What follows belongs to an exercise in optimizing a design on an open flow for small area; a production flow would make more cautious choices.
Where RTL was checked, it was by simulation tests only, not by an equivalence proof against the original.
Only the layout flow was run in run 2; the RTL was not checked for function there.

## flow/design.v (module list and top-level ports; edited modules follow where they fit)
// module complex_butterfly_bfp: 3696 lines
// module bsum: 30 lines
// module bscale: 21 lines
// module bao222n: 6 lines
// module bnand2: 6 lines
// module bao22: 6 lines
// module bfa: 4 lines
// module bha: 4 lines
module complex_butterfly_bfp #(
  parameter int IWL1    = 16,
  parameter int IWL2    = 16,
  parameter int OWL     = 16,
  parameter int LATENCY = 4,
  parameter int EXPW    = 5
) (
  input  logic            clk,
  input  logic            rst,
  input  logic            strb_in,
  input  logic [1:0]      mode,
  input  logic [IWL1-1:0] din1_re,
  input  logic [IWL1-1:0] din1_im,
  input  logic [IWL2-1:0] din2_re,
  input  logic [IWL2-1:0] din2_im,
  input  logic [IWL1-1:0] din3_re,
  input  logic [IWL1-1:0] din3_im,
  input  logic            stage_clr,
  input  logic            frame_start,
  output logic [OWL-1:0]  dout1_re,
  output logic [OWL-1:0]  dout1_im,
  output logic [OWL-1:0]  dout2_re,
  output logic [OWL-1:0]  dout2_im,
  output logic            strb_out,
  output logic            sat_out,
  output logic            grow,
  output logic [EXPW-1:0] blk_exp,
  output logic            busy,
  output logic            clr_err
);
  // ...
==> flow/flow/run.sh <==
#!/bin/bash
# The standard ORFS layout (standard.sh) with these changes:
#  - synthesis is the standard flow's own script, except that ABC maps with area-oriented scripts
#    (flow/abc_leaf.script and flow/abc_area.script, hooked in by flow/abc_override.tcl);
#  - the ports are buffered with the platform's smallest buffer (buf_1) instead of the
#    delay buffer that buffer_ports picks by default;
#  - clock tree synthesis clusters the flip-flops into groups of at most 10 driven by clkbuf_4
#    and inserts no dummy loads.
set -euo pipefail
W=$(pwd)
export BUFFER_PORTS_ARGS="-buffer_cell sky130_fd_sc_hd__buf_1"
export CTS_ARGS="-sink_clustering_enable -repair_clock_nets -dont_use_dummy_load -sink_clustering_size 8 -sink_clustering_max_diameter 25 -buf_list {sky130_fd_sc_hd__clkbuf_2 sky130_fd_sc_hd__clkbuf_4}"
export MY_ABC_SCRIPT=$W/flow/abc_area.script
export MY_ABC_LEAF_SCRIPT=$W/flow/abc_leaf.script
{ head -n 1 synth_recipe.tcl; cat flow/abc_override.tcl; tail -n +2 synth_recipe.tcl; } > area_synth.tcl
sed "s#SYNTH_SCRIPT=[^ ]*#SYNTH_SCRIPT=$W/area_synth.tcl#" standard.sh > area_synth.sh
bash area_synth.sh synth > synth_flow.log 2>&1
bash standard.sh > standard_flow.log 2>&1
==> flow/flow/abc_area.script <==
strash
dc2
dch -f
map -a
mfs2
strash
dch -f
map -a
topo
stime -c
==> flow/flow/abc_leaf.script <==
strash
dc2
dch -f
amap
==> flow/flow/abc_override.tcl <==
# Inserted into the standard flow's synthesis script (synth_recipe.tcl) after its first line. Only the
# final ABC technology mapping changes: the small gate modules (bao22, bao222n, bnand2) are
# mapped first with flow/abc_leaf.script (ABC's area mapper amap), then the rest of the design
# with flow/abc_area.script (area-oriented map). Everything else, including the flip-flop
# mapping, stays as in the standard flow's synthesis.
rename synth ::synth_recipe
proc synth {args} {
  ::synth_recipe {*}$args
  if { [info commands ::orig_abc] eq "" } {
    rename ::abc ::orig_abc
    proc ::abc {args} {
      set i [lsearch -exact $args -script]
      if { $i >= 0 } {
        set leaf [lreplace $args $i [expr {$i + 1}] -script $::env(MY_ABC_LEAF_SCRIPT)]
        puts "abc with flow/abc_leaf.script: $leaf bao22 bao222n bnand2"
        ::orig_abc {*}$leaf bao22 bao222n bnand2
        set args [lreplace $args $i [expr {$i + 1}] -script $::env(MY_ABC_SCRIPT)]
      }
      puts "abc with flow/abc_area.script: $args"
      ::orig_abc {*}$args
    }
  }
}
==> flow/standard.sh <==
#!/bin/bash
# synth_recipe.tcl (not shown) runs the flow's synth.tcl, then flattens the netlist and writes it again
# the make line also repeats each setting of config.mk as NAME=value (left out here)
make -C /OpenROAD-flow-scripts/flow DESIGN_CONFIG=/design/flow/config.mk WORK_HOME=/design/flow/orfs CLKGATE_MAP_FILE= SYNTH_SCRIPT=/design/flow/synth_recipe.tcl "${@:-finish}"
==> flow/config.mk <==
export PLATFORM = sky130hd
export DESIGN_NAME = complex_butterfly_bfp
export DESIGN_NICKNAME = complex_butterfly_bfp
export VERILOG_FILES = /design/flow/design.v
export SDC_FILE = /design/flow/constraint.sdc
export NUM_CORES = 4
export LEC_CHECK = 0
export ABC_AREA = 1
export CAP_MARGIN = 0
export CORE_MARGIN = 2
export CORE_UTILIZATION = 75
export SLEW_MARGIN = 0
export SYNTH_HIERARCHICAL = 1
export SYNTH_MINIMUM_KEEP_SIZE = 0
==> flow/constraint.sdc <==
create_clock -name core_clock -period 11.0 [get_ports {clk}]
set_input_delay 2.2000 -clock core_clock [delete_from_list [all_inputs] [get_ports {clk}]]
set_output_delay 2.2000 -clock core_clock [all_outputs]
set_load 0.01 [all_outputs]
==> results.json, run 1 <==
{
  "reg_top3": "w3 x65, w3b x65, w4 x65",
  "rsz0062_at_grt": "no",
  "syn_area_um2": 29400,
  "dieArea_um2": 40800,
  "status": "complete, no violations",
  "hold_end": "w3b[16]$_DFF_P_",
  "timing.final.crit_share_pct": 90.8,
  "num_rows": 72,
  "synth_top_family_by_area": "adder cells",
  "grt_max_degree": 81,
  "place.gp.congestion": 1.09,
  "reg2regPathDepth": 28,
  "syn_inst": 2782,
  "multi_input_area_share_pct": 72.6,
  "yosysMostFrequentCell": "fa_1",
  "reg2reg_setup_slack_ps": 1010,
  "maxCapViolCount": 0,
  "clk_share_pct": 0.988,
  "yosysTopAreaCell": "fa_1",
  "post-route-min-period_ps": 9990,
  "fin_cells": 3628,
  "hold_slack_ps": 300,
  "met1Wirelength_mm": 32.6,
  "crit_buf_inv": 2,
  "routed.top_layer": "met4",
  "dpl.hpwl_mm": 75.9,
  "num_vias": 27127,
  "via_per_inst": 7.48,
  "hold_viol": 0,
  "synth_cell_types": 35
}
==> module bsum, before the edit <==
module bsum (
  input  logic [15:0] a,
  input  logic [16:0] q,
  input  logic        r0,
  input  logic        r1,
  output logic [17:0] s1,
  output logic [17:0] s2
);
  logic [16:0] ap;
  logic [16:0] ci;
  logic [17:0] qx, nq, c1, c2;
  assign ap[0] = a[0] ^ r0;
  assign ci[1] = (a[0] & r0) | r1;
  for (genvar k = 1; k < 16; k++) begin : g_inc
    bha u_ha (.a(a[k]), .b(ci[k]), .s(ap[k]), .co(ci[k+1]));
  end
  assign ap[16] = a[15] ^ ci[16];
  assign qx = {q[16], q};
  assign nq = ~qx;
  assign s1[0] = ap[0] ^ qx[0];
  assign c1[1] = ap[0] & qx[0];
  assign s2[0] = ap[0] ^ qx[0];
  assign c2[1] = ap[0] | nq[0];
  for (genvar k = 1; k < 17; k++) begin : g_add
    bfa u_fa1 (.a(ap[k]), .b(qx[k]), .c(c1[k]), .s(s1[k]), .co(c1[k+1]));
    bfa u_fa2 (.a(ap[k]), .b(nq[k]), .c(c2[k]), .s(s2[k]), .co(c2[k+1]));
  end
  assign s1[17] = ap[16] ^ qx[17] ^ c1[17];
  assign s2[17] = ap[16] ^ nq[17] ^ c2[17];
endmodule
==> run 2: changes to the inputs <==
--- a/flow/design.v
+++ b/flow/design.v
@@ -28,19 +28,21 @@
   output logic            busy,
   output logic            clr_err
 );
   logic        auto_sh, auto_sh_new, clr_acc, grow_hit;
   logic [1:0]  sh_in, sh1;
   logic [3:0]  vld;
   logic [15:0] b_re, b_im, w_re, w_im;
   logic [16:0] q_re_d, q_im_d, q_re, q_im;
-  logic [15:0] a_re, a_im;
+  logic [16:0] a_re, a_im;
   logic        ld4, hold4;
   logic [64:0] w4_d;
+  logic [16:0] ap_re_d, ap_im_d;
+  logic        r0_in, r1_in;
   logic [64:0] w2, w3, w3b, w4;
   assign b_re = din1_re;
   assign b_im = din1_im;
   assign w_re = din2_re;
   assign w_im = din2_im;
   logic one1;
   logic two2;
   logic pp3;
@@ -3628,31 +3630,32 @@
   assign q_re_d = {sum1844, sum1843, sum1842, sum1841, sum1840, sum1839, sum1838, sum1837, sum1836, sum1835, sum1834, sum1833, sum1832, sum1831, sum1830, sum1829, sum1828};
   assign q_im_d = {sum2056, sum2055, sum2054, sum2053, sum2052, sum2051, sum2050, sum2049, sum2048, sum2047, sum2046, sum2045, sum2044, sum2043, sum2042, sum2041, sum2040};
   assign clr_acc = stage_clr && !busy;
   always_comb begin
     auto_sh_new = auto_sh;
     if (frame_start)  auto_sh_new = 1'b0;
     else if (clr_acc) auto_sh_new = grow;
     sh_in = (mode == 2'd3) ? {1'b0, auto_sh_new} : mode;
+    r0_in = sh_in == 2'd1;
+    r1_in = sh_in == 2'd2;
   end
+  binc u_inc_re (.a(din3_re), .r0(r0_in), .r1(r1_in), .ap(ap_re_d));
+  binc u_inc_im (.a(din3_im), .r0(r0_in), .r1(r1_in), .ap(ap_im_d));
   always_ff @(posedge clk) begin
     q_re  <= q_re_d;
     q_im  <= q_im_d;
-    a_re  <= din3_re;
-    a_im  <= din3_im;
+    a_re  <= ap_re_d;
+    a_im  <= ap_im_d;
     sh1   <= sh_in;
   end
   logic [17:0] s1r, s1i, s2r, s2i;
   logic [16:0] f1r, f1i, f2r, f2i;
-  logic        r0, r1;
-  assign r0 = sh1 == 2'd1;
-  assign r1 = sh1 == 2'd2;
-  bsum u_sum_re (.a(a_re), .q(q_re), .r0(r0), .r1(r1), .s1(s1r), .s2(s2r));
-  bsum u_sum_im (.a(a_im), .q(q_im), .r0(r0), .r1(r1), .s1(s1i), .s2(s2i));
+  bsum u_sum_re (.ap(a_re), .q(q_re), .s1(s1r), .s2(s2r));
+  bsum u_sum_im (.ap(a_im), .q(q_im), .s1(s1i), .s2(s2i));
   bscale u_sc1r (.s(s1r), .sh(sh1), .f(f1r));
   bscale u_sc1i (.s(s1i), .sh(sh1), .f(f1i));
   bscale u_sc2r (.s(s2r), .sh(sh1), .f(f2r));
   bscale u_sc2i (.s(s2i), .sh(sh1), .f(f2i));
   always_comb begin
     w2  = {f1r[16] | f1i[16] | f2r[16] | f2i[16], f1r[15:0], f1i[15:0], f2r[15:0], f2i[15:0]};
   end
   always_ff @(posedge clk) begin
@@ -3689,33 +3692,37 @@
         grow <= 1'b0;
         if (grow && (blk_exp != '1)) blk_exp <= blk_exp + 5'd1;
       end
       if (strb_out && grow_hit) grow <= 1'b1;
       if (frame_start) blk_exp <= '0;
     end
   end
 endmodule
-module bsum (
+module binc (
   input  logic [15:0] a,
-  input  logic [16:0] q,
   input  logic        r0,
   input  logic        r1,
-  output logic [17:0] s1,
-  output logic [17:0] s2
+  output logic [16:0] ap
 );
-  logic [16:0] ap;
   logic [16:0] ci;
-  logic [17:0] qx, nq, c1, c2;
   assign ap[0] = a[0] ^ r0;
   assign ci[1] = (a[0] & r0) | r1;
   for (genvar k = 1; k < 16; k++) begin : g_inc
     bha u_ha (.a(a[k]), .b(ci[k]), .s(ap[k]), .co(ci[k+1]));
   end
   assign ap[16] = a[15] ^ ci[16];
+endmodule
+module bsum (
+  input  logic [16:0] ap,
+  input  logic [16:0] q,
+  output logic [17:0] s1,
+  output logic [17:0] s2
+);
+  logic [17:0] qx, nq, c1, c2;
   assign qx = {q[16], q};
   assign nq = ~qx;
   assign s1[0] = ap[0] ^ qx[0];
   assign c1[1] = ap[0] & qx[0];
   assign s2[0] = ap[0] ^ qx[0];
   assign c2[1] = ap[0] | nq[0];
   for (genvar k = 1; k < 17; k++) begin : g_add
     bfa u_fa1 (.a(ap[k]), .b(qx[k]), .c(c1[k]), .s(s1[k]), .co(c1[k+1]));
==> flow/flow/run.sh (replaced) <==
#!/bin/bash
# The standard ORFS layout (standard.sh) with these changes:
#  - synthesis is the standard flow's own script, except that ABC maps with area-oriented scripts
#    (flow/abc_leaf.script and flow/abc_area.script, hooked in by flow/abc_override.tcl);
#  - the ports are buffered with the platform's smallest buffer (buf_1) instead of the
#    delay buffer that buffer_ports picks by default;
#  - clock tree synthesis clusters the flip-flops into groups of at most 10 driven by clkbuf_4
#    and inserts no dummy loads.
set -euo pipefail
W=$(pwd)
export BUFFER_PORTS_ARGS="-buffer_cell sky130_fd_sc_hd__buf_1"
export CTS_ARGS="-sink_clustering_enable -repair_clock_nets -dont_use_dummy_load -sink_clustering_size 10 -sink_clustering_max_diameter 30 -buf_list sky130_fd_sc_hd__clkbuf_4"
export MY_ABC_SCRIPT=$W/flow/abc_area.script
export MY_ABC_LEAF_SCRIPT=$W/flow/abc_leaf.script
{ head -n 1 synth_recipe.tcl; cat flow/abc_override.tcl; tail -n +2 synth_recipe.tcl; } > area_synth.tcl
sed "s#SYNTH_SCRIPT=[^ ]*#SYNTH_SCRIPT=$W/area_synth.tcl#" standard.sh > area_synth.sh
bash area_synth.sh synth > synth_flow.log 2>&1
bash standard.sh > standard_flow.log 2>&1
==> flow/config.mk (replaced) <==
export PLATFORM = sky130hd
export DESIGN_NAME = complex_butterfly_bfp
export DESIGN_NICKNAME = complex_butterfly_bfp
export VERILOG_FILES = /design/flow/design.v
export SDC_FILE = /design/flow/constraint.sdc
export NUM_CORES = 4
export LEC_CHECK = 0
export ABC_AREA = 1
export CAP_MARGIN = 0
export CORE_MARGIN = 2
export CORE_UTILIZATION = 70
export SLEW_MARGIN = 0
export SYNTH_HIERARCHICAL = 1
export SYNTH_MINIMUM_KEEP_SIZE = 0
==> run 2 against run 1 <==
Register-to-register slack improved by 1100 ps. Still clean. Area after synthesis hardly changed. Worst hold slack improved by 10 ps. Critical path type is now in2reg. Flip-flop and latch count up 2. Via count fell by 1.6%. Clock-buffer cell count down 8. Die area grew 7.1%. Final area about the same.
==> results.json, run 2 <==
{
  "fin_cells": 3642,
  "post-route-min-period_ps": 9880,
  "crit_family": "adder cells",
  "clock_latency_ps": 620,
  "rsz0062_at_grt": "no",
  "htreeDepth": 2,
  "dpl.hpwl_mm": 77.9,
  "wl_per_cell_um": 29.2,
  "yosysWarnings": 7,
  "synth_edf_count": 0,
  "slew_violations": 0,
  "critPathSlowestCell": "clkinv_1",
  "die_w_um": 209,
  "reg2regPathDepth": 23,
  "setup_tns_ps": 0,
  "drc": 0,
  "cp.required_ps": 11520,
  "final_antenna_net_count": 0,
  "clkTransAtPathRegs_ps": 100,
  "cts_tree": "yes",
  "yosys-top-cells-area": "fa_1, dfxtp_1, xor2_1",
  "hold_end": "w3b[59]$_DFF_P_",
  "dieArea_um2": 43700,
  "first_pass_iters": 12,
  "mostFrequentLayoutCells": "fa_1, o22ai_1, xor2_1",
  "final-setup-viol-count": 0,
  "skew_ps": 69.9,
  "fmax_mhz": 101,
  "avgSynthCellArea_um2": 10.6,
  "syn_area_um2": 29400,
  "core_um2": 41800,
  "num_rows": 75,
  "drive_gt1_share_pct": 6.29,
  "slew_headroom_pct": 20.8,
  "cp_slowest_stage_delay_ps": 870,
  "num_vias": 26682,
  "crit_cells": 35,
  "status": "complete, no violations",
  "reg2reg_to": "w3[58]$_DFF_P_",
  "start_util_pct": 70.5,
  "critPathMaxFanout": 21,
  "syn_to_final_growth_pct": 8.53,
  "synth_top_area_share_pct": 35.2,
  "synth-main-ff-cell": "dfxtp_1",
  "cts_setup_buffers": 0,
  "cts-root-buf": "clkbuf_4",
  "grt-ovfl-total": 0,
  "route.final.wire_length_mm": 106,
  "yosysTopAreaCell": "fa_1",
  "synth_cell_types": 35,
  "antenna_found_initial": 1,
  "cts.path.max_buffers": 3,
  "synth_common_cells": "fa_1, o22ai_1, xor2_1, dfxtp_1, clkinv_1",
  "dp_slack_ps": 771,
  "finalWorstSetupSlack_ps": 1120,
  "hold_depth": 0,
  "maxCapViolCount": 0,
  "async_flop_share_pct": 0,
  "rr_startpoint": "a_re[0]$_DFF_P_",
  "min_from": "w3[59]$_DFF_P_",
  "mostFrequentLayoutCell": "fa_1",
  "cts_hold_buf": 0,
  "grt_first_pass_wirelength_mm": 161,
  "cp.arrival_ps": 10400,
  "crit_buf_inv": 4,
  "cts_made_buffers": 34,
  "start_kind": "primary input",
  "synth_nets": 3542,
  "min_path_type": "reg2reg",
  "syn_inst": 2781,
  "multi_input_area_um2": 23200,
  "nNetsFinal": 3865,
  "hold_viol": 0,
  "via_per_inst": 7.33,
  "postCtsResizedCells": 0,
  "yosysMostFrequentCell": "fa_1",
  "place.gp.congestion": 1.11,
  "endpoint_kind": "flip-flop",
  "grtUsageTotal_pct": 49.1,
  "ys_ff_latch": 277,
  "die_h_um": 209,
  "synth_seq_area_share_pct": 18.8,
  "worst_pin_slew_ps": 1180,
  "cts_sinks": 277,
  "grt_pass1_vias": 27725,
  "hold_slack_ps": 311,
  "dp.cells": 3607,
  "timing.final.crit_share_pct": 89.8,
  "fillers": 2902,
  "reg2reg_setup_slack_ps": 2060,
  "worstSetupPathType": "in2reg",
  "drt_iter0_markers": 4063,
  "grt_max_degree": 81,
  "io_pins": 177,
  "io_buffers": 176,
  "seq_area_um2": 5550,
  "reg_top3": "w3 x65, w3b x65, w4 x65"
}
==> run 2: changes by cell type after synthesis, sizes merged, moves of 2 or more <==
cell	before	now
nor2	151	158
nand2	177	171
nor3	11	6
clkinv	194	190
o21ai	88	92
dfxtp	275	277
xnor2	22	24
xor2	459	457
==> run 2: final cells by class <==
class	instances	area share, %
repair buffers	295	4.89
diodes	1	0.00783
inverters	190	2.23
multi-input cells	2306	72.6
flip-flops and latches	277	17.4
clock buffers	34	0.799
well taps	539	2.11
==> run 2: through the flow <==
step / utilization [%] / instance area (um^2)
5_1_grt: 76.5 / 31900
2_1_floorplan: - / 29400
4_1_cts: 76.5 / 31900
6_report: 76.5 / 31900
3_3_place_gp: 75.9 / 31700
3_5_place_dp: 75.9 / 31700
==> run 2: Yosys stat by module, one instance, submodules excluded <==
| module | flip-flops and latches | area, um^2 | cells inside |
|---|---|---|---|
| bscale | 0 | 61.3 | 11 |
| bao22 | 0 | 8.76 | 1 |
| bnand2 | 0 | 3.75 | 1 |
| bfa | 0 | 20.0 | 1 |
| bsum | 0 | 130 | 25 |
| bha | 0 | 12.5 | 1 |
| binc | 0 | 27.5 | 3 |
| bao222n | 0 | 10.0 | 1 |
| complex_butterfly_bfp | 277 | 15800 | 1866 |
==> run 2: worst max path at each step <==
stage               start               end  slack, ps
5_1_grt        din2_im[5]  q_im[16]$_DFF_P_        790
6_report       din2_im[5]  q_im[16]$_DFF_P_       1120
3_3_place_gp   din2_im[5]  q_im[16]$_DFF_P_       1090
3_5_place_dp   din2_im[5]  q_im[16]$_DFF_P_        770
4_1_cts        din2_im[5]  q_im[16]$_DFF_P_       1430
2_1_floorplan  din2_im[5]  q_im[16]$_DFF_P_       1190
==> run 2: kinds of logic (layout without fill, tap and decap cells) <==
group / Yosys count / after routing / share of synthesized area [%]
AOI/OAI and AO/OA: 808 / 808 / 18.3
adders and majority gates: 658 / 658 / 41.2
xor gates and xnor gates: 481 / 481 / 14.3
and+or+nand+nor: 359 / 359 / 4.80
DFF: 277 / 277 / 18.8
buffers and inverters: 198 / 519 / 2.60
other: 0 / 1 / 0
==> run 2: routing by layer <==
metal	track usage, %	routed length [um]	up-vias
met1	60.0	35200	12719
met4	34.3	8890	0
met5	0	0	-
met3	17.1	16600	696
met2	73.2	45400	2609
li1	-	-	10658

==> re-timing with driven ports <==
Ports are ideal in the flow. The routed layouts listed here were re-timed in OpenROAD. Step 1 sets driving cells, clkbuf_16 on the clock port and buf_2 on the other inputs (assumed; they add their load-dependent delay and slew). Step 2 adds t to the input delays and takes it off the output delays; t is the mean of the earliest and latest rising clock arrival at the registers after step 1. Input paths then give back, and output paths get back, about the clock's delay inside the block. Three values: no drivers, after step 1, after step 2; two values: the first two.
run	t (ns)	slack for setup (ns)	slew at the worst register clock pin (ns)	worst slew at a driven data input, ns	cell pins on the clock port's net
run 1	0.657	1.007 / 1.007 / 1.007	0.10 / 0.10	0.08	1
run 2	0.629	1.119 / 1.120 / 0.492	0.10 / 0.10	0.07	1
After both steps setup and hold are still met in every run listed. The setup slack of run 2, which loses most, moves by +0.001 ns with the drivers and by -0.627 ns with both steps.
